What follows belongs to an exercise in optimizing a design on an open flow for small area, a short achievable clock period and few clock cycles per item; a production flow would make more cautious choices.
At most, simulation tests tie the RTL to the original design; equivalence was not proved.
Function not checked in runs 4 and 5: the RTL went through the layout flow alone.
Power and IR drop assume default switching activity.

<file path="design/flow/design.v">
module aoi222 (
    input  logic a1, a2,
    input  logic b1, b2,
    input  logic c1, c2,
    output logic y
);
    assign y = ~((a1 & a2) | (b1 & b2) | (c1 & c2));
endmodule
module proj_readout_top (
    input  logic         clk,
    input  logic         rst,
    input  logic         event_start,    
    input  logic [71:0]  item_count,     
    input  logic [527:0] mem_data,       
    input  logic         out_ack,        
    output logic [11:0]  mem_rd_en,      
    output logic [59:0]  mem_rd_addr,    
    output logic [53:0]  out_word,       
    output logic         out_req,        
    output logic         done            
);
    localparam int N_MEM = 12;
    logic             busy;       
    logic             init;       
    logic             wait1;      
    logic             arm;        
    logic             fin;        
    logic [2:0]       bx;         
    logic [3:0]       k;          
    logic [4:0]       a;          
    logic [N_MEM-1:0] nzq;        
    logic [5:0]       cnt;        
    logic [3:0]       nk;         
    logic             any_q;      
    logic             eom_q;      
    logic [43:0]      data_q;     
    logic             last_q;     
    logic [N_MEM-1:0] nz;         
    logic [N_MEM-1:0] above;      
    logic [3:0]       k_above;    
    logic             end_of_mem;
    logic             accept;     
    logic             ack_seen;   
    logic             idle_link;  
    always_comb begin
        for (int j = 0; j < N_MEM; j++) begin
            nz[j]    = |item_count[6*j +: 6];
            above[j] = nzq[j] && (4'(j) > k);
        end
        k_above = '0;
        for (int j = N_MEM - 1; j >= 0; j--) begin
            if (above[j]) k_above = 4'(j);
        end
    end
    logic [N_MEM-1:0] kdec;       
    logic [N_MEM-1:0] ksel;       
    logic [5:0]       cnt_n [N_MEM/3];
    logic [43:0]      data_n [N_MEM/3];
    logic [5:0]       cnt_sel;
    logic [43:0]      data_sel;
    always_comb begin
        for (int j = 0; j < N_MEM; j++) begin
            kdec[j] = (k == 4'(j));
        end
    end
    for (genvar g = 0; g < N_MEM / 3; g++) begin : g_grp
        for (genvar i = 0; i < 6; i++) begin : g_cnt
            aoi222 u_aoi (
                .a1 (kdec[3*g]),     .a2 (item_count[6*(3*g) + i]),
                .b1 (kdec[3*g + 1]), .b2 (item_count[6*(3*g + 1) + i]),
                .c1 (kdec[3*g + 2]), .c2 (item_count[6*(3*g + 2) + i]),
                .y  (cnt_n[g][i])
            );
        end
        for (genvar i = 0; i < 44; i++) begin : g_dat
            aoi222 u_aoi (
                .a1 (ksel[3*g]),     .a2 (mem_data[44*(3*g) + i]),
                .b1 (ksel[3*g + 1]), .b2 (mem_data[44*(3*g + 1) + i]),
                .c1 (ksel[3*g + 2]), .c2 (mem_data[44*(3*g + 2) + i]),
                .y  (data_n[g][i])
            );
        end
    end
    assign cnt_sel  = ~(cnt_n[0] & cnt_n[1] & cnt_n[2] & cnt_n[3]);
    assign data_sel = ~(data_n[0] & data_n[1] & data_n[2] & data_n[3]);
    assign end_of_mem = ({1'b0, a} + 6'd1) == cnt;
    assign accept     = event_start && !busy;
    assign ack_seen   = out_req && out_ack;
    assign idle_link  = !out_req && !out_ack;
    always_ff @(posedge clk) begin
        if (rst) begin
            busy    <= 1'b0;
            init    <= 1'b0;
            wait1   <= 1'b0;
            arm     <= 1'b0;
            fin     <= 1'b0;
            out_req <= 1'b0;
            done    <= 1'b0;
            bx      <= 3'd7;
        end else begin
            done  <= 1'b0;
            init  <= 1'b0;
            wait1 <= init && !nzq[0];
            if (accept) begin
                busy <= 1'b1;
                init <= 1'b1;
                arm  <= 1'b0;
                fin  <= 1'b0;
                bx   <= bx + 3'd1;
            end else if (busy) begin
                if (wait1 || (init && nzq[0])) arm <= 1'b1;
                if (init) begin
                    if (nzq == '0) begin
                        done <= 1'b1;          
                        busy <= 1'b0;
                    end
                end else if (ack_seen) begin
                    out_req <= 1'b0;
                    if (last_q) fin <= 1'b1;
                end else if (idle_link) begin
                    if (fin) begin
                        done <= 1'b1;          
                        busy <= 1'b0;
                    end else if (arm) begin
                        out_req <= 1'b1;
                    end
                end
            end
        end
    end
    always_ff @(posedge clk) begin
        if (accept) begin
            a <= '0;
            k <= '0;
        end else if (init) begin
            if (!nzq[0]) k <= k_above;
        end else if (ack_seen) begin
            if (!eom_q) begin
                a <= a + 5'd1;
            end else if (!last_q) begin
                a <= '0;
                k <= nk;
            end
        end
    end
    always_ff @(posedge clk) begin
        nzq    <= nz;
        nk     <= k_above;
        any_q  <= |above;
        ksel   <= kdec;
        cnt    <= cnt_sel;
        data_q <= data_sel;
        eom_q  <= end_of_mem;
        last_q <= end_of_mem && !any_q;
    end
    assign mem_rd_en   = '1;
    assign mem_rd_addr = {N_MEM{a}};
    assign out_word    = {last_q, bx, k, 2'b00, data_q};
endmodule
</file>
<file path="design/flow/flow/run.sh">
#!/bin/bash
# Standard layout, with the smallest buffer on every input and output port.
set -uo pipefail
export BUFFER_PORTS_ARGS="-buffer_cell sky130_fd_sc_hd__buf_1"
bash standard.sh > standard.log 2>&1
</file>
<file path="design/flow/standard.sh">
#!/bin/bash
# synth_recipe.tcl (not shown) runs the flow's synth.tcl, then flattens the netlist and writes it again
# the make line also repeats each setting of config.mk as NAME=value (left out here)
make -C /OpenROAD-flow-scripts/flow DESIGN_CONFIG=/design/flow/config.mk WORK_HOME=/design/flow/orfs CLKGATE_MAP_FILE= SYNTH_SCRIPT=/design/flow/synth_recipe.tcl "${@:-finish}"
</file>
<file path="design/flow/config.mk">
export PLATFORM = sky130hd
export DESIGN_NAME = proj_readout_top
export DESIGN_NICKNAME = proj_readout_top
export VERILOG_FILES = /design/flow/design.v
export SDC_FILE = /design/flow/constraint.sdc
export NUM_CORES = 4
export LEC_CHECK = 0
export CAP_MARGIN = 20
export CORE_AREA = 5 5 245 245
export DIE_AREA = 0 0 250 250
export PLACE_DENSITY = 0.6
export SETUP_SLACK_MARGIN = 2.4
export SLEW_MARGIN = 20
export SYNTH_HIERARCHICAL = 1
export SYNTH_MINIMUM_KEEP_SIZE = 0
</file>
<file path="design/flow/constraint.sdc">
create_clock -name core_clock -period 4.5 [get_ports {clk}]
set_input_delay 0.9000 -clock core_clock [delete_from_list [all_inputs] [get_ports {clk}]]
set_output_delay 0.9000 -clock core_clock [all_outputs]
set_load 0.01 [all_outputs]
</file>
==> results.yml, run 1 <==
detailed_routing:
  dr.pass1.iters: 12
  finalWirelength_um: 59100
  wl_per_cell_um: 28.26
  via_per_inst: 4.905
  ant_nets: 0
  vias: 10260
  route.detailed.drc: 0
  drt_iter0_drc: 1977
critical_path:
  required_ns: 3.60
  critical-path-top-delay-family: "buffers and inverters"
  critPathBufInv: 1
  critPathLaunchType: "register"
  arrival_ns: 1.16
  cp_slowest_cell: "buf_1"
  crit_type: "reg -> out"
  path_cells: "buf_1"
  critPathMaxStageDelay_ns: 0.43
  crit_fanout: 1
  end_kind: "output port"
clocking:
  htree_num_levels: 3
  clkTransAtPathRegs_ns: 0.09
  clock_path_buffers: 2
  numCtsBuffers: 9
  clock_latency_ns: 0.39
  cts_tree: "built"
  clock_sinks: 100
  cts_root_buf: "clkbuf_16"
  cts-hold-fix-buffers: 0
job:
  maxCapViolCount: 0
sta:
  setup_viol: 0
  hold_slack_ns: 0.4164
  worst_slew_pin_slew_ns: 1.090
  min_period_ns: 2.061
  final.setup.tns_ns: 0
  fmax_ghz: 0.4852
  hold_viol_final: 0
  fin_skew_ns: 0.01739
  rsz0062_at_grt: "false"
  drv_slew: 0
  min_period_over_period: 0.4580
  slew_headroom: 0.2720
place:
  io_buffers: 717
  dp_hpwl_um: 48800
  place.gp.congestion: 0.9806
  dp_cells: 2070
die:
  core_mm2: 0.05737
  row_count: 88
  num_io_pins: 732
  die_y_um: 250
  chipWidth_um: 250
  dieArea_mm2: 0.06250
  start_util: 0.1066
global_route:
  antenna_found_initial: 25
  grt_pass1_vias: 9978
  grt_max_degree: 44
  grt.total_usage: 0.1746
  grt_pass1_wl_um: 77530
  grt-ovfl-total: 0
yosys:
  async_reset_ff_frac: 0
  syn_inst: 640
  ys.flop_type: "dfxtp_1"
  ys_seq_elements: 100
  ys_seq_area_frac: 0.3273
  synth_edf_count: 0
  yosys.area.top_type_share: 0.3273
  yosysWarnings: 9
  ys_types: 57
  syn_area_mm2: 0.006116
  avgSynthCellArea_um2: 9.556
  synth.area.top_cells: "a222oi_1 (33%), dfxtp_1 (33%), buf_4 (9.0%), nand4_1 (5.3%), nor2_1 (2.3%)"
  synth_largest_area_cell: "a222oi_1"
finish:
  multi_input_area_mm2: 0.003560
  fillerInstances: 6664
  fin_util: 0.1698
  final_cells: 2091
  nNetsFinal: 1924
  final_common_cell: "buf_1"
  drive_gt1_frac: 0.05450
  final_cell_mix: "buf_1 (709), a222oi_1 (200), dfxtp_1 (78)"
  syn_to_final_growth_pct: 59.23
  regArea_mm2: 0.002052
power_and_ir_drop:
  total_power_mw: 2.368
  power_leakage_nw: 2.827
  ir_drop_v: 0.0001876
  powerDensity_mw_per_mm2: 243.1
min_path:
  min-delay-path-class: "reg -> reg"
status:
  status: "timing/DRC/antenna clean"
[sequential cells by signal, indices dropped and copies added (netlist names)]
register / cells
arm: 1
fin: 1
done: 1
any_q: 1
cnt: 6
nzq: 12
bx: 3
last_q: 1
ksel: 12
eom_q: 1
k: 4
nk: 4
data_q: 44
out_req: 1
wait1: 1
init: 1
busy: 1
a: 5
[cells in the mapped netlist (3+ instances only)]
master,number
clkbuf_1,6
nand2_1,29
ha_1,4
nor2_1,37
nor3_1,11
nor3b_1,4
nand2b_1,10
a21oi_1,16
o21ai_0,9
dfxtp_1,100
a222oi_1,200
xor2_1,3
nand4_1,52
o32ai_1,3
nor4_1,14
inv_1,6
buf_4,73
nor2b_1,9
nand3_1,5
[metrics by stage]
stage          worst slack (ns)  area (um^2)
2_1_floorplan             2.612         6161
3_3_place_gp              2.136         9368
3_5_place_dp              2.155         9368
4_1_cts                   2.409         9722
5_1_grt                   2.411         9733
6_report                  2.439         9738
[power by group]
part	internal (mW)	switching, mW	total, mW
clock	0.393	0.493	0.886
sequential	0.927	0.0514	0.979
combinational	0.211	0.292	0.503
[per-layer routing]
layer  GRT usage  vias up  share of wire
li1            -     4252              -
met1      0.2232     4835           0.39
met2      0.2605      980           0.42
met3     0.07899      150           0.15
met4     0.06128       40          0.031
met5           0        -         0.0043
[final cells by class]
| type | instances | share of cell area |
|---|---|---|
| diodes | 5 | 0.001285 |
| clock buffers | 9 | 0.02313 |
| clock inverters | 7 | 0.007452 |
| inverters | 6 | 0.002313 |
| multi-input cells | 464 | 0.3655 |
| flip-flops and latches | 100 | 0.2107 |
| well taps | 765 | 0.09829 |
| repair buffers | 735 | 0.2913 |
[cells by family after synthesis]
logic type | Yosys count | synth area share
AO/OA/AOI/OAI | 256 | 0.3910
XOR/XNOR | 5 | 0.007162
adder cells (fa/ha/maj) | 4 | 0.008184
buffers and inverters | 88 | 0.1005
flip-flops | 100 | 0.3273
multiplexers | 1 | 0.001637
other | 2 | 0.001228
AND/OR/NAND/NOR | 184 | 0.1631
[modules after synthesis (local to each module, per instance)]
module	flops+latches	copies in the design	area [um^2]
aoi222	0	200	10.01
proj_readout_top	100	1	4114
[what timing repair did]
action / in CTS / in global routing
setup buffers: 0 / 0
gates resized for setup: 27 / 2
endpoints found under the hold margin: 0 / 0
setup endpoints to repair: 83 / 13
[worst paths after layout]
kind	slack, ns	endpoint	cells after the start	start
setup / recovery	2.44	out_word[9]	1	data_q[9]
hold / removal	0.42	last_q	1	any_q
setup reg to reg	2.48	data_q[6]	4	ksel[2]
hold reg to reg	0.42	last_q	1	any_q
Testbench counts, summed over its fixed seeds: cycles 92,895, words 22,694.
==> run 2: changes to the inputs <==
--- a/design/flow/design.v
+++ b/design/flow/design.v
@@ -30,8 +30,6 @@
     logic [4:0]       a;          
     logic [N_MEM-1:0] nzq;        
     logic [5:0]       cnt;        
-    logic [3:0]       nk;         
-    logic             any_q;      
     logic             eom_q;      
     logic [43:0]      data_q;     
     logic             last_q;     
@@ -41,6 +39,7 @@
     logic             end_of_mem;
     logic             accept;     
     logic             ack_seen;   
+    logic             k_ok;       
     logic             idle_link;  
     always_comb begin
         for (int j = 0; j < N_MEM; j++) begin
@@ -87,6 +86,7 @@
     assign accept     = event_start && !busy;
     assign ack_seen   = out_req && out_ack;
     assign idle_link  = !out_req && !out_ack;
+    assign k_ok       = k[0] ? nzq[1] : nzq[0];
     always_ff @(posedge clk) begin
         if (rst) begin
             busy    <= 1'b0;
@@ -100,7 +100,7 @@
         end else begin
             done  <= 1'b0;
             init  <= 1'b0;
-            wait1 <= init && !nzq[0];
+            wait1 <= init && !k_ok;
             if (accept) begin
                 busy <= 1'b1;
                 init <= 1'b1;
@@ -108,7 +108,7 @@
                 fin  <= 1'b0;
                 bx   <= bx + 3'd1;
             end else if (busy) begin
-                if (wait1 || (init && nzq[0])) arm <= 1'b1;
+                if (wait1 || (init && k_ok)) arm <= 1'b1;
                 if (init) begin
                     if (nzq == '0) begin
                         done <= 1'b1;          
@@ -131,27 +131,25 @@
     always_ff @(posedge clk) begin
         if (accept) begin
             a <= '0;
-            k <= '0;
+            k <= {3'b000, !nz[0]};
         end else if (init) begin
-            if (!nzq[0]) k <= k_above;
+            if (!k_ok) k <= k_above;
         end else if (ack_seen) begin
             if (!eom_q) begin
                 a <= a + 5'd1;
             end else if (!last_q) begin
                 a <= '0;
-                k <= nk;
+                k <= k_above;
             end
         end
     end
     always_ff @(posedge clk) begin
         nzq    <= nz;
-        nk     <= k_above;
-        any_q  <= |above;
         ksel   <= kdec;
         cnt    <= cnt_sel;
         data_q <= data_sel;
         eom_q  <= end_of_mem;
-        last_q <= end_of_mem && !any_q;
+        last_q <= end_of_mem && !(|above);
     end
     assign mem_rd_en   = '1;
     assign mem_rd_addr = {N_MEM{a}};
--- a/design/flow/config.mk
+++ b/design/flow/config.mk
@@ -9,7 +9,7 @@
 export CORE_AREA = 5 5 245 245
 export DIE_AREA = 0 0 250 250
 export PLACE_DENSITY = 0.6
-export SETUP_SLACK_MARGIN = 2.4
+export SETUP_SLACK_MARGIN = 2.5
 export SLEW_MARGIN = 20
 export SYNTH_HIERARCHICAL = 1
 export SYNTH_MINIMUM_KEEP_SIZE = 0
==> results.yml, run 2 <==
global_route:
  grt.total_usage: 0.1732
  grt-ovfl-total: 0
  grt_pass1_vias: 9684
  antenna_found_initial: 21
  grt_max_degree: 45
  grt_pass1_wl_um: 77310
die:
  chipWidth_um: 250
  num_io_pins: 732
  row_count: 88
  die_y_um: 250
  core_mm2: 0.05737
  start_util: 0.1028
  dieArea_mm2: 0.06250
power_and_ir_drop:
  ir_drop_v: 0.0001791
  p_sw_uw: 846.2
  cellInternalPower_mw: 1.611
  seq_power_share: 0.383
  clkPwrFrac: 0.363
  power_leakage_nw: 2.936
  combPwrFrac: 0.254
  powerDensity_mw_per_mm2: 254.6
  p_sw_frac: 0.3445
critical_path:
  crit_end: "data_q[34]"
  required_ns: 4.72
  reg2regPathDepth: 3
  worstReg2RegStart: "ksel[2]"
  critPathLaunchType: "register"
  crit_type: "reg -> reg"
  startpoint: "ksel[2]"
  r2r-end: "data_q[34]"
  ff2ff_setup_slack_ns: 2.52
  crit_fanout: 26
  arrival_ns: 2.20
  end_kind: "register"
clocking:
  cts_tree: "built"
  clock_sinks: 95
  clkTransAtPathRegs_ns: 0.09
  htree_num_levels: 3
  clock_latency_ns: 0.39
  clock_path_buffers: 2
  numCtsBuffers: 9
  cts_root_buf: "clkbuf_16"
job:
  maxCapViolCount: 0
finish:
  reg.largest.list: "data_q: 44 flops, ksel: 12 flops, nzq: 12 flops"
  max_flop_register: "data_q"
  fillerInstances: 6618
  largest_reg_flops: 44
  nNetsFinal: 1906
  final_common_cell: "buf_1"
  final_cell_mix: "buf_1 (692), a222oi_1 (200), dfxtp_1 (73)"
  syn_to_final_growth_pct: 63.58
  drive_gt1_frac: 0.07521
  stdcell_area_mm2: 0.009648
place:
  io_buffers: 717
  dp_hpwl_um: 48940
  place.gp.congestion: 0.9690
  placed_area_mm2: 0.009150
yosys:
  ys.flop_type: "dfxtp_1"
  yosys.area.top_type_share: 0.3394
  ys_types: 49
  syn_inst: 614
  syn_area_mm2: 0.005898
  synth_edf_count: 1
  synth.area.top_cells: "a222oi_1 (34%), dfxtp_1 (32%), buf_4 (9.0%), nand4_1 (5.3%), nor2_1 (2.1%)"
  yosysWarnings: 9
  ys_seq_elements: 95
  synth_common_cells: "a222oi_1 (200), dfxtp_1 (94), buf_4 (71), nand4_1 (50), nor2_1 (33)"
  synth_largest_area_cell: "a222oi_1"
  async_reset_ff_frac: 0
  avgSynthCellArea_um2: 9.606
  yosysMostFrequentCell: "a222oi_1"
  ys_seq_area_frac: 0.3241
detailed_routing:
  drt_iter0_drc: 2286
  route.detailed.drc: 0
  vias: 10060
  ant_nets: 0
  via_per_inst: 4.849
  dr.pass1.iters: 13
  wl_per_cell_um: 28.26
  finalWirelength_um: 58650
sta:
  worst_slew_pin_slew_ns: 0.9365
  rsz0062_at_grt: "true"
  drv_slew: 0
  min_period_ns: 1.975
  fmax_ghz: 0.5062
  min_period_over_period: 0.4390
  fin_skew_ns: 0.01635
  final.setup.tns_ns: 0
  setup_viol: 0
  slew_headroom: 0.3757
  hold_viol_final: 0
min_path:
  min-delay-path-class: "reg -> reg"
status:
  status: "timing/DRC/antenna clean"
[run 2: cell count changes after synthesis, moves of 3 or more]
cell,delta
nor2b_1,-4
dfxtp_1,-6
a21oi_1,-4
nor2_1,-4
nand2b_1,-3
o21ai_0,-6
xnor2_1,+3
o32ai_1,-3
[run 2: power groups by stage]
stage | clock, mW | combinational, mW | sequential, mW
2_1_floorplan | 0 | 0.221 | 0.993
3_3_place_gp | 0 | 0.603 | 0.974
3_5_place_dp | 0 | 0.602 | 0.974
4_1_cts | 0.951 | 0.617 | 0.953
5_1_grt | 0.975 | 0.675 | 0.951
6_report | 0.892 | 0.624 | 0.941
[run 2: per-module statistics from Yosys (local to each module, per instance)]
module | flip-flops and latches | cells inside | cell area [um^2]
aoi222 | 0 | 1 | 10.01
proj_readout_top | 95 | 414 | 3896
[run 2: final cells by class]
cell class | count | area (um^2) | share of cell area
sequential | 95 | 1961 | 0.2032
inverter | 7 | 26.28 | 0.002723
multi-input combinational | 443 | 3455 | 0.3581
antenna | 7 | 17.52 | 0.001816
tap | 765 | 957.2 | 0.09921
clock inverter | 6 | 78.83 | 0.008170
timing repair buffer | 742 | 2914 | 0.3020
clock buffer | 10 | 239.0 | 0.02477
[run 2: logic make-up (layout without fill, tap and decap cells)]
group                    Yosys count  in the layout  share of synthesized area
multiplexers                       2              2                   0.005091
buffers and inverters             88            765                     0.1018
AO/OA/AOI/OAI                    240            240                     0.3882
other                              2             21                   0.001273
AND/OR/NAND/NOR                  173            173                     0.1561
XOR/XNOR                          10             10                    0.01485
adder cells (fa/ha/maj)            4              4                   0.008486
flip-flops                        95             95                     0.3241
[run 2: how the worst min path moves through the flow]
stage / from / end / slack [ns] / depth (start not counted)
2_1_floorplan: arm / out_req / 0.46 / 2
3_3_place_gp: bx[1] / bx[1] / 0.49 / 2
3_5_place_dp: bx[1] / bx[1] / 0.49 / 2
4_1_cts: bx[1] / bx[1] / 0.50 / 2
5_1_grt: bx[1] / bx[1] / 0.52 / 2
6_report: bx[1] / bx[1] / 0.50 / 2
[run 2: repair_timing]
| item | 4_1_cts | 5_1_grt |
|---|---|---|
| setup endpoints to repair | 94 | 51 |
| setup buffers | 3 | 8 |
| pin swaps | 0 | 2 |
| hold buffers | 0 | 0 |
| hold endpoints to repair | 0 | 0 |
| resized for setup | 37 | 10 |
[run 2: stage by stage]
| stage | power (mW) | utilization | cells | hold slack, ns | setup WS, ns |
|---|---|---|---|---|---|
| CTS | 2.521 | 0.1665 | 2060 | 0.4984 | 2.405 |
| detailed placement | 1.577 | 0.1595 | 2041 | 0.4881 | 2.238 |
| global route | 2.601 | 0.1680 | 2071 | 0.5188 | 2.437 |
| finish | 2.457 | 0.1682 | 2075 | 0.4981 | 2.525 |
| global placement | 1.577 | 0.1595 | 2041 | 0.4860 | 2.257 |
| floorplan | 1.214 | - | 626 | 0.4603 | 2.549 |
[run 2: worst max-delay path: stages (launching register included)]
cell and delay, ns:
dfxtp_2 0.60, buf_4 0.38, a222oi_1 0.54, nand4_1 0.24
[run 2: per-layer routing]
layer / vias to the layer above / GRT usage / wire [um]
li1: 4177 / - / -
met1: 4799 / 0.2184 / 23000
met2: 959 / 0.2730 / 26190
met3: 112 / 0.07420 / 7871
met4: 14 / 0.04522 / 1493
met5: - / 0 / 89
Testbench counts of run 2, summed over its fixed seeds: cycles 92,778, words 22,694.
==> run 3: changes to the inputs <==
--- a/design/flow/config.mk
+++ b/design/flow/config.mk
@@ -9,7 +9,7 @@
 export CORE_AREA = 5 5 245 245
 export DIE_AREA = 0 0 250 250
 export PLACE_DENSITY = 0.6
-export SETUP_SLACK_MARGIN = 2.5
+export SETUP_SLACK_MARGIN = 2.4
 export SLEW_MARGIN = 20
 export SYNTH_HIERARCHICAL = 1
 export SYNTH_MINIMUM_KEEP_SIZE = 0
==> results.yml, run 3 <==
sta:
  fin_skew_ns: 0.01287
  worst_slew_pin_slew_ns: 0.9559
  drv_slew: 0
  hold_slack_ns: 0.4980
  final.setup.tns_ns: 0
  rsz0062_at_grt: "true"
  slew_headroom: 0.3579
  hold_viol_final: 0
  fmax_ghz: 0.4919
  setup_viol: 0
  min_period_over_period: 0.4518
  min_period_ns: 2.033
critical_path:
  crit_fanout: 9
  ff2ff_setup_slack_ns: 2.47
  crit_type: "reg -> reg"
  reg2regPathDepth: 5
  worstReg2RegStart: "k[0]"
  r2r-end: "cnt[4]"
  arrival_ns: 2.35
  critPathLaunchType: "register"
  end_kind: "register"
  required_ns: 4.81
yosys:
  ys_seq_elements: 95
  yosys.area.top_type_share: 0.3394
  async_reset_ff_frac: 0
  synth_largest_area_cell: "a222oi_1"
  syn_inst: 614
  ys_seq_area_frac: 0.3241
  yosysMostFrequentCell: "a222oi_1"
  synth_top_family_by_area: "compound AO/OA/AOI/OAI gates"
  yosysWarnings: 9
  syn_area_mm2: 0.005898
  ys_types: 49
  synthMuxAreaShare: 0.005091
  synth.area.top_cells: "a222oi_1 (34%), dfxtp_1 (32%), buf_4 (9.0%), nand4_1 (5.3%), nor2_1 (2.1%)"
  synth_common_cells: "a222oi_1 (200), dfxtp_1 (94), buf_4 (71), nand4_1 (50), nor2_1 (33)"
  synth_xor_area_frac: 0.01485
  yosys.area_share.simple: 0.1561
  avgSynthCellArea_um2: 9.606
  ys.flop_type: "dfxtp_1"
  synth_edf_count: 1
  synth_fa_ha_area_frac: 0.008485
  synth-compound-area-share: 0.3882
finish:
  largest_reg_flops: 44
  final_cells: 2066
  nNetsFinal: 1899
  syn_to_final_growth_pct: 61.90
  reg.largest.list: "data_q: 44 flops, ksel: 12 flops, nzq: 12 flops"
  final_common_cell: "buf_1"
  final_cell_mix: "buf_1 (716), a222oi_1 (200), dfxtp_1 (74)"
  stdcell_area_mm2: 0.009549
  max_flop_register: "data_q"
  drive_gt1_frac: 0.05093
  fillerInstances: 6643
detailed_routing:
  wl_per_cell_um: 27.97
  ant_nets: 0
  finalWirelength_um: 57790
  via_per_inst: 4.805
  vias: 9927
  route.detailed.drc: 0
  dr.pass1.iters: 10
  drt_iter0_drc: 2140
die:
  die_y_um: 250
  num_io_pins: 732
  start_util: 0.1028
  row_count: 88
  dieArea_mm2: 0.06250
  chipWidth_um: 250
  core_mm2: 0.05737
power_and_ir_drop:
  cellInternalPower_mw: 1.539
  total_power_mw: 2.406
  p_sw_frac: 0.3604
  clkPwrFrac: 0.357
  combPwrFrac: 0.238
  powerDensity_mw_per_mm2: 252.0
  seq_power_share: 0.405
  power_leakage_nw: 2.820
  ir_drop_v: 0.0001856
  p_sw_uw: 867.2
place:
  dp_hpwl_um: 48060
  place.gp.congestion: 0.9647
  placed_area_mm2: 0.009158
  io_buffers: 717
  dp_cells: 2042
global_route:
  grt_pass1_vias: 9675
  grt-ovfl-total: 0
  grt.total_usage: 0.1712
  grt_pass1_wl_um: 76220
  antenna_found_initial: 28
  grt_max_degree: 33
clocking:
  htree_num_levels: 3
  cts_root_buf: "clkbuf_16"
  cts-hold-fix-buffers: 0
  clock_latency_ns: 0.39
  cts_tree: "built"
  clock_sinks: 95
  clock_path_buffers: 2
  clkTransAtPathRegs_ns: 0.09
  numCtsBuffers: 9
min_path:
  hold_end: "out_req"
  hp-start: "arm"
  min-delay-path-class: "reg -> reg"
  hold_depth: 2
job:
  maxCapViolCount: 0
status:
  status: "timing/DRC/antenna clean"
run 3: cell counts after synthesis:
Identical to the previous run, type by type.
run 3: cells by family after synthesis:
family	count (synthesis)
other	2
buffers and inverters	88
flip-flops	95
AND/OR/NAND/NOR	173
AO/OA/AOI/OAI	240
XOR/XNOR	10
multiplexers	2
adder cells (fa/ha/maj)	4
run 3: how the worst max path moves through the flow:
stage                startpoint      endpoint
floorplan               out_ack          k[2]
global placement    mem_data[9]     data_q[9]
detailed placement      out_ack          k[2]
CTS                        k[3]  out_word[49]
global route               k[0]        cnt[4]
finish                     k[0]        cnt[4]
run 3: power groups by stage:
stage	Clock [mW]	Sequential (mW)	Combinational, mW
after floorplan	0	0.993	0.221
after global placement	0	0.995	0.564
after detailed placement	0	0.996	0.563
after CTS	0.928	0.975	0.573
after global routing	0.947	0.986	0.616
final	0.858	0.975	0.574
run 3: critical path, cell delays in order, from the launching register on:
cell      delay, ns
edfxtp_1       0.43
buf_4          0.20
buf_4          0.14
nor3_1         0.76
a222oi_1       0.26
nand4_1        0.18
run 3: modules after synthesis, one instance, submodules excluded:
module            cells inside  cell area (um^2)
proj_readout_top           414              3896
aoi222                       1             10.01
run 3: layer usage:
metal	global-route usage	routed length, um
met1	0.2208	23260
met2	0.2586	24880
met3	0.06690	7409
met4	0.06440	2082
met5	0	158
run 3: what timing repair did:
item / in CTS / in global routing
resized for setup: 14 / 6
setup endpoints to repair: 74 / 21
pin swaps: 1 / 1
setup buffers: 3 / 0
run 3: layout make-up:
type | count | area (um^2) | share of cell area
flip-flops and latches | 95 | 1954 | 0.2047
inverters | 7 | 26.28 | 0.002752
clock inverters | 7 | 83.83 | 0.008779
well taps | 765 | 957.2 | 0.1002
clock buffers | 9 | 225.2 | 0.02358
multi-input cells | 443 | 3455 | 0.3618
repair buffers | 735 | 2835 | 0.2969
diodes | 5 | 12.51 | 0.001310
run 3: metrics by stage:
step,worst slack (ns),util
floorplan,2.429,-
global placement,1.762,0.1595
detailed placement,2.155,0.1596
CTS,2.323,0.1659
global route,2.397,0.1665
finish,2.467,0.1665
==> run 4: changes to the inputs <==
--- a/design/flow/design.v
+++ b/design/flow/design.v
@@ -21,16 +21,13 @@
 );
     localparam int N_MEM = 12;
     logic             busy;       
-    logic             init;       
     logic             wait1;      
     logic             arm;        
     logic             fin;        
     logic [2:0]       bx;         
     logic [3:0]       k;          
     logic [4:0]       a;          
-    logic [N_MEM-1:0] nzq;        
     logic [5:0]       cnt;        
-    logic             eom_q;      
     logic [43:0]      data_q;     
     logic             last_q;     
     logic [N_MEM-1:0] nz;         
@@ -39,12 +36,11 @@
     logic             end_of_mem;
     logic             accept;     
     logic             ack_seen;   
-    logic             k_ok;       
     logic             idle_link;  
     always_comb begin
         for (int j = 0; j < N_MEM; j++) begin
             nz[j]    = |item_count[6*j +: 6];
-            above[j] = nzq[j] && (4'(j) > k);
+            above[j] = nz[j] && (accept || (4'(j) > k));
         end
         k_above = '0;
         for (int j = N_MEM - 1; j >= 0; j--) begin
@@ -86,11 +82,9 @@
     assign accept     = event_start && !busy;
     assign ack_seen   = out_req && out_ack;
     assign idle_link  = !out_req && !out_ack;
-    assign k_ok       = k[0] ? nzq[1] : nzq[0];
     always_ff @(posedge clk) begin
         if (rst) begin
             busy    <= 1'b0;
-            init    <= 1'b0;
             wait1   <= 1'b0;
             arm     <= 1'b0;
             fin     <= 1'b0;
@@ -99,22 +93,20 @@
             bx      <= 3'd7;
         end else begin
             done  <= 1'b0;
-            init  <= 1'b0;
-            wait1 <= init && !k_ok;
+            wait1 <= 1'b0;
             if (accept) begin
-                busy <= 1'b1;
-                init <= 1'b1;
-                arm  <= 1'b0;
-                fin  <= 1'b0;
-                bx   <= bx + 3'd1;
+                wait1 <= 1'b1;
+                arm   <= 1'b0;
+                fin   <= 1'b0;
+                bx    <= bx + 3'd1;
+                if (nz == '0) begin
+                    done <= 1'b1;              
+                end else begin
+                    busy <= 1'b1;
+                end
             end else if (busy) begin
-                if (wait1 || (init && k_ok)) arm <= 1'b1;
-                if (init) begin
-                    if (nzq == '0) begin
-                        done <= 1'b1;          
-                        busy <= 1'b0;
-                    end
-                end else if (ack_seen) begin
+                if (wait1) arm <= 1'b1;
+                if (ack_seen) begin
                     out_req <= 1'b0;
                     if (last_q) fin <= 1'b1;
                 end else if (idle_link) begin
@@ -131,11 +123,9 @@
     always_ff @(posedge clk) begin
         if (accept) begin
             a <= '0;
-            k <= {3'b000, !nz[0]};
-        end else if (init) begin
-            if (!k_ok) k <= k_above;
+            k <= k_above;
         end else if (ack_seen) begin
-            if (!eom_q) begin
+            if (!end_of_mem) begin
                 a <= a + 5'd1;
             end else if (!last_q) begin
                 a <= '0;
@@ -144,11 +134,9 @@
         end
     end
     always_ff @(posedge clk) begin
-        nzq    <= nz;
         ksel   <= kdec;
         cnt    <= cnt_sel;
         data_q <= data_sel;
-        eom_q  <= end_of_mem;
         last_q <= end_of_mem && !(|above);
     end
     assign mem_rd_en   = '1;
==> results.yml, run 4 <==
critical_path:
  critPathMaxStageDelay_ns: 0.81
  required_ns: 4.65
  crit_type: "reg -> reg"
  cp_slowest_cell: "a222oi_1"
  path_cells: "buf_4, a222oi_1, nand4_1"
  crit_fanout: 44
  end_kind: "register"
  critPathLaunchType: "register"
  arrival_ns: 2.25
  worstReg2RegStart: "ksel[3]"
  startpoint: "ksel[3]"
global_route:
  grt.total_usage: 0.1719
  antenna_found_initial: 34
  grt_pass1_vias: 9787
  grt-ovfl-total: 0
  grt_max_degree: 45
  grt_pass1_wl_um: 76530
clocking:
  clkTransAtPathRegs_ns: 0.09
  clock_path_buffers: 2
  htree_num_levels: 3
  cts_tree: "built"
  clock_latency_ns: 0.38
  cts-hold-fix-buffers: 0
  cts_root_buf: "clkbuf_16"
  numCtsBuffers: 9
  clock_sinks: 81
yosys:
  syn_inst: 619
  synth-compound-area-share: 0.4153
  ys_types: 66
  synth.area.top_cells: "a222oi_1 (34%), dfxtp_1 (26%), buf_4 (9.1%), nand4_1 (6.0%), edfxtp_1 (2.0%)"
  synth_fa_ha_area_frac: 0.008462
  synth_edf_count: 4
  synth_largest_area_cell: "a222oi_1"
  syn_area_mm2: 0.005914
  yosys.area_share.simple: 0.1718
  ys_seq_elements: 81
  ys.flop_type: "dfxtp_1"
  avgSynthCellArea_um2: 9.555
  synth_common_cells: "a222oi_1 (200), dfxtp_1 (77), buf_4 (72), nand4_1 (57), nor2_1 (31)"
  async_reset_ff_frac: 0
  synth_xor_area_frac: 0.01185
  yosys.area.top_type_share: 0.3385
  ys_seq_area_frac: 0.2809
  synthMuxAreaShare: 0.003808
  yosysWarnings: 9
  yosysMostFrequentCell: "a222oi_1"
  synth_top_family_by_area: "compound AO/OA/AOI/OAI gates"
sta:
  slew_headroom: 0.3155
  hold_viol_final: 0
  final.setup.tns_ns: 0
  setup_viol: 0
  rsz0062_at_grt: "true"
  min_period_over_period: 0.4667
  drv_slew: 0
  worst_slew_pin_slew_ns: 1.027
  min_period_ns: 2.100
  fin_skew_ns: 0.02109
  fmax_ghz: 0.4762
finish:
  multi_input_area_mm2: 0.003797
  fillerInstances: 6641
  nNetsFinal: 1918
  final_cell_mix: "buf_1 (714), a222oi_1 (200), dfxtp_1 (60)"
  reg.largest.list: "data_q: 44 flops, ksel: 12 flops, cnt: 6 flops"
  fin_util: 0.1711
  syn_to_final_growth_pct: 65.98
  regArea_mm2: 0.001698
  stdcell_area_mm2: 0.009817
  drive_gt1_frac: 0.07985
  max_flop_register: "data_q"
  largest_reg_flops: 44
  final_cells: 2094
  final_common_cell: "buf_1"
detailed_routing:
  drt_iter0_drc: 1860
  vias: 9958
  ant_nets: 0
  route.detailed.drc: 0
  finalWirelength_um: 58520
  via_per_inst: 4.755
  wl_per_cell_um: 27.94
  dr.pass1.iters: 10
die:
  die_y_um: 250
  row_count: 88
  num_io_pins: 732
  chipWidth_um: 250
  start_util: 0.1031
  dieArea_mm2: 0.06250
  core_mm2: 0.05737
place:
  dp_cells: 2051
  place.gp.congestion: 1.004
  dp_hpwl_um: 49190
  placed_area_mm2: 0.009208
  io_buffers: 717
power_and_ir_drop:
  ir_drop_v: 0.0001559
  total_power_mw: 2.741
  power_leakage_nw: 2.887
  powerDensity_mw_per_mm2: 279.2
status:
  status: "timing/DRC/antenna clean"
min_path:
  min-delay-path-class: "reg -> reg"
  hp-start: "wait1"
job:
  maxCapViolCount: 0
## run 4: final timing paths
check / endpoint / slack, ns / cells after the start
worst max-delay path: data_q[29] / 2.40 / 3
worst max register to register: data_q[29] / 2.40 / 3
worst min-delay path: arm / 0.49 / 2
worst min register to register: arm / 0.49 / 2
## run 4: per-stage QoR
| step | setup WS, ns | hold slack [ns] |
|---|---|---|
| floorplan | 2.344 | 0.4591 |
| global placement | 1.697 | 0.4684 |
| detailed placement | 1.745 | 0.4749 |
| CTS | 2.401 | 0.4924 |
| global route | 2.360 | 0.5363 |
| finish | 2.400 | 0.4853 |
## run 4: modules after synthesis (local to each module, per instance)
module | times used | cell area, um^2
proj_readout_top | 1 | 3913
aoi222 | 200 | 10.01
## run 4: area by class of cell
class	instances	area share
antenna	14	0.003569
clock buffer	10	0.02549
clock inverter	6	0.008284
inverter	6	0.002294
multi-input combinational	460	0.3868
sequential	81	0.1730
tap	765	0.09750
timing repair buffer	752	0.3031
## run 4: power by group
part	internal, mW	switching, mW	total [mW]
combinational	0.365	0.580	0.945
sequential	0.836	0.0954	0.931
clock	0.476	0.389	0.865
## run 4: cells by family after synthesis
family | after synthesis
AO/OA/AOI/OAI | 258
AND/OR/NAND/NOR | 174
buffers and inverters | 90
flip-flops | 81
XOR/XNOR | 8
adder cells (fa/ha/maj) | 4
other | 2
multiplexers | 2
## run 4: timing repair
item	in CTS	in global routing
cloned	0	0
pin swaps	2	9
setup endpoints to repair	60	41
buffers inserted	8	5
gates resized for setup	19	20
## run 4: critical path, delay by kind of cell (launching register included)
kind            cells  cell delay (ns)
compound gates      1             0.81
buf+inv             1             0.25
flops               1             0.31
simple gates        1             0.39
## run 4: routing by layer
layer  part of all wire  vias up  routed length [um]  global-route usage
li1                   -     4255                   -                   -
met1               0.38     4715               22290              0.2059
met2               0.45      840               26210              0.2757
met3               0.13      128                7380             0.06867
met4              0.043       20                2496             0.06923
met5             0.0023        -                 134                   0
==> run 5: changes to the inputs <==
--- a/design/flow/design.v
+++ b/design/flow/design.v
@@ -21,18 +21,28 @@
 );
     localparam int N_MEM = 12;
     logic             busy;       
+    logic             init;       
     logic             wait1;      
     logic             arm;        
     logic             fin;        
     logic [2:0]       bx;         
     logic [3:0]       k;          
+    logic [N_MEM-1:0] khot;       
     logic [4:0]       a;          
+    logic [N_MEM-1:0] nzq;        
     logic [5:0]       cnt;        
+    logic [3:0]       nk;         
+    logic             any_q;      
+    logic             eom_q;      
     logic [43:0]      data_q;     
     logic             last_q;     
     logic [N_MEM-1:0] nz;         
     logic [N_MEM-1:0] above;      
     logic [3:0]       k_above;    
+    logic [N_MEM-1:0] nkh;        
+    logic [N_MEM-1:0] h_above;    
+    logic [3:0]       k_first;    
+    logic [N_MEM-1:0] h_first;    
     logic             end_of_mem;
     logic             accept;     
     logic             ack_seen;   
@@ -40,30 +50,30 @@
     always_comb begin
         for (int j = 0; j < N_MEM; j++) begin
             nz[j]    = |item_count[6*j +: 6];
-            above[j] = nz[j] && (accept || (4'(j) > k));
+            above[j] = nzq[j] && (4'(j) > k);
         end
         k_above = '0;
+        k_first = '0;
         for (int j = N_MEM - 1; j >= 0; j--) begin
             if (above[j]) k_above = 4'(j);
+            if (nzq[j])   k_first = 4'(j);
+        end
+        for (int j = 0; j < N_MEM; j++) begin
+            h_above[j] = (k_above == 4'(j)) && (above != '0);
+            h_first[j] = (k_first == 4'(j)) && (nzq != '0);
         end
     end
-    logic [N_MEM-1:0] kdec;       
     logic [N_MEM-1:0] ksel;       
     logic [5:0]       cnt_n [N_MEM/3];
     logic [43:0]      data_n [N_MEM/3];
     logic [5:0]       cnt_sel;
     logic [43:0]      data_sel;
-    always_comb begin
-        for (int j = 0; j < N_MEM; j++) begin
-            kdec[j] = (k == 4'(j));
-        end
-    end
     for (genvar g = 0; g < N_MEM / 3; g++) begin : g_grp
         for (genvar i = 0; i < 6; i++) begin : g_cnt
             aoi222 u_aoi (
-                .a1 (kdec[3*g]),     .a2 (item_count[6*(3*g) + i]),
-                .b1 (kdec[3*g + 1]), .b2 (item_count[6*(3*g + 1) + i]),
-                .c1 (kdec[3*g + 2]), .c2 (item_count[6*(3*g + 2) + i]),
+                .a1 (khot[3*g]),     .a2 (item_count[6*(3*g) + i]),
+                .b1 (khot[3*g + 1]), .b2 (item_count[6*(3*g + 1) + i]),
+                .c1 (khot[3*g + 2]), .c2 (item_count[6*(3*g + 2) + i]),
                 .y  (cnt_n[g][i])
             );
         end
@@ -85,6 +95,7 @@
     always_ff @(posedge clk) begin
         if (rst) begin
             busy    <= 1'b0;
+            init    <= 1'b0;
             wait1   <= 1'b0;
             arm     <= 1'b0;
             fin     <= 1'b0;
@@ -93,20 +104,22 @@
             bx      <= 3'd7;
         end else begin
             done  <= 1'b0;
-            wait1 <= 1'b0;
+            init  <= 1'b0;
+            wait1 <= init;
             if (accept) begin
-                wait1 <= 1'b1;
-                arm   <= 1'b0;
-                fin   <= 1'b0;
-                bx    <= bx + 3'd1;
-                if (nz == '0) begin
-                    done <= 1'b1;              
-                end else begin
-                    busy <= 1'b1;
-                end
+                busy <= 1'b1;
+                init <= 1'b1;
+                arm  <= 1'b0;
+                fin  <= 1'b0;
+                bx   <= bx + 3'd1;
             end else if (busy) begin
                 if (wait1) arm <= 1'b1;
-                if (ack_seen) begin
+                if (init) begin
+                    if (nzq == '0) begin
+                        done <= 1'b1;          
+                        busy <= 1'b0;
+                    end
+                end else if (ack_seen) begin
                     out_req <= 1'b0;
                     if (last_q) fin <= 1'b1;
                 end else if (idle_link) begin
@@ -121,23 +134,30 @@
         end
     end
     always_ff @(posedge clk) begin
-        if (accept) begin
-            a <= '0;
-            k <= k_above;
+        if (init) begin
+            a    <= '0;
+            k    <= k_first;
+            khot <= h_first;
         end else if (ack_seen) begin
-            if (!end_of_mem) begin
+            if (!eom_q) begin
                 a <= a + 5'd1;
             end else if (!last_q) begin
-                a <= '0;
-                k <= k_above;
+                a    <= '0;
+                k    <= nk;
+                khot <= nkh;
             end
         end
     end
     always_ff @(posedge clk) begin
-        ksel   <= kdec;
+        nzq    <= nz;
+        nk     <= k_above;
+        nkh    <= h_above;
+        any_q  <= |above;
+        ksel   <= khot;
         cnt    <= cnt_sel;
         data_q <= data_sel;
-        last_q <= end_of_mem && !(|above);
+        eom_q  <= end_of_mem;
+        last_q <= end_of_mem && !any_q;
     end
     assign mem_rd_en   = '1;
     assign mem_rd_addr = {N_MEM{a}};
==> results.yml, run 5 <==
die:
  core_mm2: 0.05737
  row_count: 88
  num_io_pins: 732
  dieArea_mm2: 0.06250
  start_util: 0.1201
  chipWidth_um: 250
  die_y_um: 250
yosys:
  synth_common_cells: "a222oi_1 (200), dfxtp_1 (108), buf_4 (70), nand4_1 (52), nor2_1 (42)"
  yosys.area_share.simple: 0.1430
  synth_xor_area_frac: 0.01399
  synth-compound-area-share: 0.3535
  yosysMostFrequentCell: "a222oi_1"
  ys.flop_type: "dfxtp_1"
  synth_fa_ha_area_frac: 0.007266
  yosysWarnings: 9
  yosys.area.top_type_share: 0.3139
  synth_top_family_by_area: "compound AO/OA/AOI/OAI gates"
  syn_area_mm2: 0.006888
  async_reset_ff_frac: 0
  synthMuxAreaShare: 0.006358
  ys_seq_area_frac: 0.3837
  synth.area.top_cells: "dfxtp_1 (31%), a222oi_1 (29%), buf_4 (7.6%), edfxtp_1 (7.0%), nand4_1 (4.7%)"
  syn_inst: 686
  synth_largest_area_cell: "dfxtp_1"
  ys_seq_elements: 124
  ys_types: 53
  avgSynthCellArea_um2: 10.04
  synth_edf_count: 16
job:
  maxCapViolCount: 0
clocking:
  clock_latency_ns: 0.48
  cts_tree: "built"
  cts_root_buf: "clkbuf_16"
  cts-hold-fix-buffers: 0
  htree_num_levels: 4
  clock_sinks: 124
  clkTransAtPathRegs_ns: 0.07
  clock_path_buffers: 2
  numCtsBuffers: 17
detailed_routing:
  via_per_inst: 4.773
  finalWirelength_um: 64170
  ant_nets: 0
  dr.pass1.iters: 9
  route.detailed.drc: 0
  drt_iter0_drc: 2242
  vias: 10410
  wl_per_cell_um: 29.42
global_route:
  antenna_found_initial: 38
  grt.total_usage: 0.1931
  grt_max_degree: 45
  grt_pass1_vias: 10050
  grt_pass1_wl_um: 83530
  grt-ovfl-total: 0
sta:
  hold_viol_final: 0
  min_period_over_period: 0.5225
  slew_headroom: 0.2296
  min_period_ns: 2.351
  setup_viol: 0
  setup_ws_ns: 2.149
  final.setup.tns_ns: 0
  rsz0062_at_grt: "true"
  fin_skew_ns: 0.04044
  fmax_ghz: 0.4253
  worst_slew_pin_slew_ns: 1.156
  drv_slew: 0
finish:
  fillerInstances: 6625
  final_common_cell: "buf_1"
  max_flop_register: "data_q"
  largest_reg_flops: 44
  syn_to_final_growth_pct: 60.38
  nNetsFinal: 1999
  drive_gt1_frac: 0.07977
  final_cell_mix: "buf_1 (699), a222oi_1 (200), dfxtp_1 (90)"
  final_cells: 2181
  stdcell_area_mm2: 0.01105
  fin_util: 0.1926
critical_path:
  critical-path-top-delay-family: "compound AO/OA/AOI/OAI gates"
  critPathBufInv: 1
  crit_fanout: 1
  worstReg2RegStart: "ksel[10]"
  path_cells: "buf_1, a222oi_1, nand4_1"
  required_ns: 4.67
  critPathLaunchType: "primary input"
  end_kind: "register"
  crit_type: "in -> reg"
  startpoint: "mem_data[412]"
  cp_slowest_cell: "a222oi_1"
  arrival_ns: 2.52
  critPathMaxStageDelay_ns: 0.96
place:
  dp_cells: 2130
  placed_area_mm2: 0.01024
  dp_hpwl_um: 54190
  pre_cts_slack_ns: 1.764
  place.gp.congestion: 0.9823
  io_buffers: 717
power_and_ir_drop:
  powerDensity_mw_per_mm2: 301.5
  ir_drop_v: 0.0002807
  power_leakage_nw: 3.427
min_path:
  min-delay-path-class: "reg -> reg"
  hp-start: "any_q"
status:
  status: "timing/DRC/antenna clean"
==> run 5: cell types whose count changed after synthesis, sizes merged, moves of 5 or more <==
cell     before  now
nand4        57   52
inv           6   17
edfxtp        4   16
o2bb2ai       1    6
nor2         31   42
buf          81   75
nand2b        8   13
dfxtp        77  108
nor2b         5   12
==> run 5: where the power goes <==
part	internal, mW	switching, mW
clock	0.829	0.629
combinational	0.280	0.384
sequential	1.16	0.0453
total	2.27	1.06
==> run 5: final cells by class <==
type,instances,area [um^2],share of cell area
inverter,17,63.81,0.005776
timing repair buffer,752,3043,0.2755
tap,765,957.2,0.08665
clock inverter,13,142.6,0.01291
clock buffer,19,464.2,0.04202
multi-input combinational,479,3666,0.3319
sequential,124,2680,0.2426
antenna,12,30.03,0.002718
==> run 5: worst paths after layout <==
path / to / slack (ns) / depth (start not counted)
setup / recovery: data_q[16] / 2.15 / 3
hold / removal: last_q / 0.39 / 1
setup reg to reg: data_q[16] / 2.20 / 3
hold reg to reg: last_q / 0.39 / 1
==> run 5: what timing repair did <==
item / 4_1_cts / 5_1_grt
setup buffers: 4 / 3
resized for setup: 44 / 3
pin swaps: 6 / 4
cloned: 0 / 0
endpoints found under the setup margin: 87 / 27
==> run 5: cell families after synthesis <==
| logic type | count (synthesis) |
|---|---|
| flops | 124 |
| other cells | 2 |
| simple gates | 184 |
| buf+inv | 96 |
| compound gates | 261 |
| fa+ha+maj | 4 |
| mux | 4 |
| xor+xnor | 11 |
==> run 5: modules after synthesis (local to each module, per instance) <==
module	cells inside	times used	area, um^2
proj_readout_top	486	1	4886
aoi222	1	200	10.01
==> run 5: routing by layer <==
layer  GRT usage  wire [um]  part of all wire  vias up
li1            -          -                 -     4484
met2      0.3289      30890              0.48      839
met5           0        188            0.0029        -
met1      0.2032      21310              0.33     4937
met4     0.05816       1982             0.031       30
met3      0.1110       9807              0.15      120
==> run 5: stage by stage <==
stage | hold WS (ns) | power (mW)
finish | 0.3943 | 3.330
global route | 0.3973 | 3.492
CTS | 0.3968 | 3.401
detailed placement | 0.3865 | 1.891
global placement | 0.3877 | 1.889
floorplan | 0.3674 | 1.468

re-timing with driven ports:
How much do the figures lean on ideal ports? The routed layouts below were timed once more, with nothing changed but the port constraints.
Step 1, drivers: a clkbuf_16 drives clk and a buf_2 each remaining input, both assumed.
Step 2 moves the port delays by t, midway between the first and last clock arrival at a register: inputs arrive t later, outputs are due t later. That takes back most of the time a late clock gives input paths.
Slacks: no drivers / after step 1 / after step 2; pairs: no drivers / after step 1.
run | t (ns) | setup WS [ns] | clock arrival spread, ns | slew at the worst register clock pin (ns) | cell pins on the clock port's net
run 1 | 0.430 | 2.439 / 2.395 / 2.207 | 0.018 / 0.018 | 0.09 / 0.09 | 1
run 2 | 0.429 | 2.525 / 2.514 / 2.236 | 0.018 / 0.018 | 0.09 / 0.09 | 1
run 3 | 0.429 | 2.467 / 2.428 / 2.108 | 0.014 / 0.013 | 0.09 / 0.09 | 1
run 4 | 0.411 | 2.400 / 2.387 / 1.979 | 0.022 / 0.021 | 0.09 / 0.09 | 1
run 5 | 0.515 | 2.149 / 2.179 / 1.664 | 0.043 / 0.042 | 0.07 / 0.07 | 1
After both steps every run listed still meets setup and hold. For run 5, which loses most, drivers alone change the setup slack by +0.030 ns; drivers and shift together by -0.485 ns.
